Source: an optimization exercise on an open RTL-to-GDS flow (aim: small area, a short achievable clock period and few clock cycles per item). Production flows keep margins and buffers that such runs may drop.
The RTL was checked by simulation tests, not by an equivalence proof against the original design.
Power figures rest on the tool's default switching activity, not on a simulated workload.

## the baseline
## aging_sighting_table
module aging_sighting_table #(
  parameter int unsigned TABLE_DEPTH = TABLE_DEPTH_DEF
) (
  input  wire logic                clk_i,
  input  wire logic                rst_ni,
  input  wire logic                in_valid_i,
  output logic                     in_ready_o,
  input  wire logic [ACT_W-1:0]    in_action_i,
  input  wire logic [ID_W-1:0]     in_entity_id_i,
  input  wire logic                in_entity_kind_i,
  output logic                     out_valid_o,
  input  wire logic                out_ready_i,
  output logic [STATUS_W-1:0]      out_status_o,
  output logic [ID_W-1:0]          out_id_o,
  output logic                     out_kind_o,
  output logic                     out_item_valid_o,
  output logic [EVICT_W-1:0]       out_evicted_count_o,
  output logic                     out_last_o,
  input  wire logic                cfg_valid_i,
  output logic                     cfg_ready_o,
  input  wire logic [AGE_W-1:0]    cfg_age_limit_i
);
Size in the first run: roughly 3800 cells after synthesis, about 1000 flip-flops.
clock: 8.0 ns
lec_check: 0
cap_margin: 20
core_margin: 2
core_utilization: 40
cts_cluster_diameter: 70
cts_cluster_size: 22
setup_slack_margin: 5.0
slew_margin: 20
run.sh (not shown) runs the stock make flow with config.mk's settings and CLKGATE_MAP_FILE= SYNTH_SCRIPT=/design/flow/synth_recipe.tcl, a recipe that flattens the netlist after the stock synthesis.
Testbench counts of the baseline, summed over its fixed seeds: cycles 8,413, items 4,800.
Input changes introduced in the candidate (baseline for comparison: the baseline):
--- a/flow/config.mk
+++ b/flow/config.mk
@@ -9,3 +9,3 @@
 export CORE_MARGIN = 2
-export CORE_UTILIZATION = 40
+export CORE_UTILIZATION = 35
 export CTS_CLUSTER_DIAMETER = 70
==> results.txt <==
The candidate vs the baseline, slowest library cell on the worst path: sky130_fd_sc_hd__nor4_4 vs sky130_fd_sc_hd__a221oi_1. The candidate: cell count higher than the baseline. Setup slack (higher): the baseline. The count of fill cells added during filler insertion in the baseline is 0.837 times that in the candidate. Lower total routed wire length on the met1 layer was reported by the baseline, not the candidate. Lower combinational fraction of design power goes to the baseline over the candidate. Cell-internal power in the candidate is about 0.32% below the baseline. Going from the baseline to the candidate, layout multi-input combinational cell count saw little to no change, worst hold slack fell by 0.036 ns.

---

== maple ==
Starting RTL as in the previous note.
export LEC_CHECK = 0
export CAP_MARGIN = 20
export CORE_MARGIN = 2
export CORE_UTILIZATION = 47
export CTS_CLUSTER_DIAMETER = 70
export CTS_CLUSTER_SIZE = 22
export SETUP_SLACK_MARGIN = 5.0
export SLEW_MARGIN = 20
create_clock -name core_clock -period 8.0 [get_ports {clk_i}]
Testbench counts of maple, summed over its fixed seeds: cycles 8,413, items 4,800.
Inputs modified between maple and sierra:
# maple
export LEC_CHECK = 0
export CAP_MARGIN = 20
export CORE_MARGIN = 2
export CORE_UTILIZATION = 47
export CTS_CLUSTER_DIAMETER = 70
export CTS_CLUSTER_SIZE = 22
export SETUP_SLACK_MARGIN = 5.0
export SLEW_MARGIN = 20
create_clock -name core_clock -period 8.0 [get_ports {clk_i}]
# sierra
export LEC_CHECK = 0
export CAP_MARGIN = 20
export CORE_MARGIN = 2
export CORE_UTILIZATION = 55
export CTS_CLUSTER_DIAMETER = 70
export CTS_CLUSTER_SIZE = 22
export SETUP_SLACK_MARGIN = 5.0
export SLEW_MARGIN = 20
create_clock -name core_clock -period 8.0 [get_ports {clk_i}]
==> comparison <==
Between sierra and maple, the number of antenna violations at the first check in global routing is lower for maple. Delta (sierra minus maple): post-synthesis simple-gate area fraction level, final total power moved up. Final weighted congestion of routability-driven global placement, sierra vs maple: down by a few percent. sierra ended up with flop to flop as its class of the most critical setup path; maple ended up with input pin to flop. Compared to maple, sierra has critical path depth 1 higher. As far as sequential power is concerned, maple and sierra perform about the same. From maple to sierra the numbers moved as follows: first-pass GRT wire length went up about 5%; cell area held; power per unit of standard cell area up about 6%.
## Diff of input files: amber against sierra
# sierra
export LEC_CHECK = 0
export CAP_MARGIN = 20
export CORE_MARGIN = 2
export CORE_UTILIZATION = 55
export CTS_CLUSTER_DIAMETER = 70
export CTS_CLUSTER_SIZE = 22
export SETUP_SLACK_MARGIN = 5.0
export SLEW_MARGIN = 20
create_clock -name core_clock -period 8.0 [get_ports {clk_i}]
# amber
export LEC_CHECK = 0
export CAP_MARGIN = 20
export CORE_MARGIN = 2
export CORE_UTILIZATION = 55
export CTS_CLUSTER_DIAMETER = 70
export CTS_CLUSTER_SIZE = 22
export PLACE_DENSITY = 0.75
export SETUP_SLACK_MARGIN = 5.0
export SLEW_MARGIN = 20
create_clock -name core_clock -period 8.0 [get_ports {clk_i}]
- amber finished end to end and its layout was clean on timing, DRC and antenna.
- Between sierra and amber, the instance count after placement with tap cells included figures differ only marginally.
- Going from sierra to amber, the post-layout total power was found to have gone down by 3.8%.
- Looking at worst setup path endpoint, the u_engine.used_q[15] result is from amber; the u_engine.used_q[4] one comes from sierra.
- From sierra to amber the numbers moved as follows: minimum clock period after layout picked up an extra 0.048 ns; share of the core filled with cells in the final layout picked up an extra 0.52 points; inverter count of the layout excluding clock inverters lost 1.
- Max mean number of vias per cell across sierra and amber: sierra
- Compared with sierra, amber instantiates a smaller number of standard cells.
- As of amber, final design area excluding fillers had risen slightly compared to sierra.
- Taking sierra as 1.0, amber lands at 0.927 on length of routed met3 wiring.
- Looking at met1 track utilization from global routing, amber sits 2.4 points lower than sierra does.

-- afterwards: timing with drivers on the ports --
The flow's constraints put no driver on any port. The routed layouts listed below were extracted and timed again, unchanged, in two steps. Step 1 (the two cells are an assumption about what drives the block):
set clk [get_ports {clk_i}]
set_driving_cell -lib_cell sky130_fd_sc_hd__clkbuf_16 $clk
set_driving_cell -lib_cell sky130_fd_sc_hd__buf_2 [delete_from_list [all_inputs] $clk]
Step 2 also shifts input and output timing later by t, the mid clock arrival at the registers, as if the neighbouring blocks saw the same clock. Slacks: no drivers / after step 1 / after step 2; pairs: no drivers / after step 1.
run | t, ns | slack for setup (ns) | clock arrival spread, ns | worst data-port slew with drivers (ns) | pins driven straight from the clock port
the baseline | 0.767 | 4.802 / 4.802 / 4.211 | 0.066 / 0.066 | 0.04 | 1
the candidate | 0.765 | 4.674 / 4.674 / 4.162 | 0.040 / 0.040 | 0.04 | 1
maple | 0.750 | 4.825 / 4.849 / 4.098 | 0.055 / 0.055 | 0.05 | 1
sierra | 0.781 | 4.612 / 4.612 / 4.209 | 0.071 / 0.070 | 0.04 | 1
amber | 0.794 | 4.564 / 4.564 / 3.993 | 0.066 / 0.065 | 0.05 | 1
After both steps every run listed still meets setup and hold. For maple, which loses most, drivers alone change the setup slack by +0.024 ns; drivers and shift together by -0.727 ns.
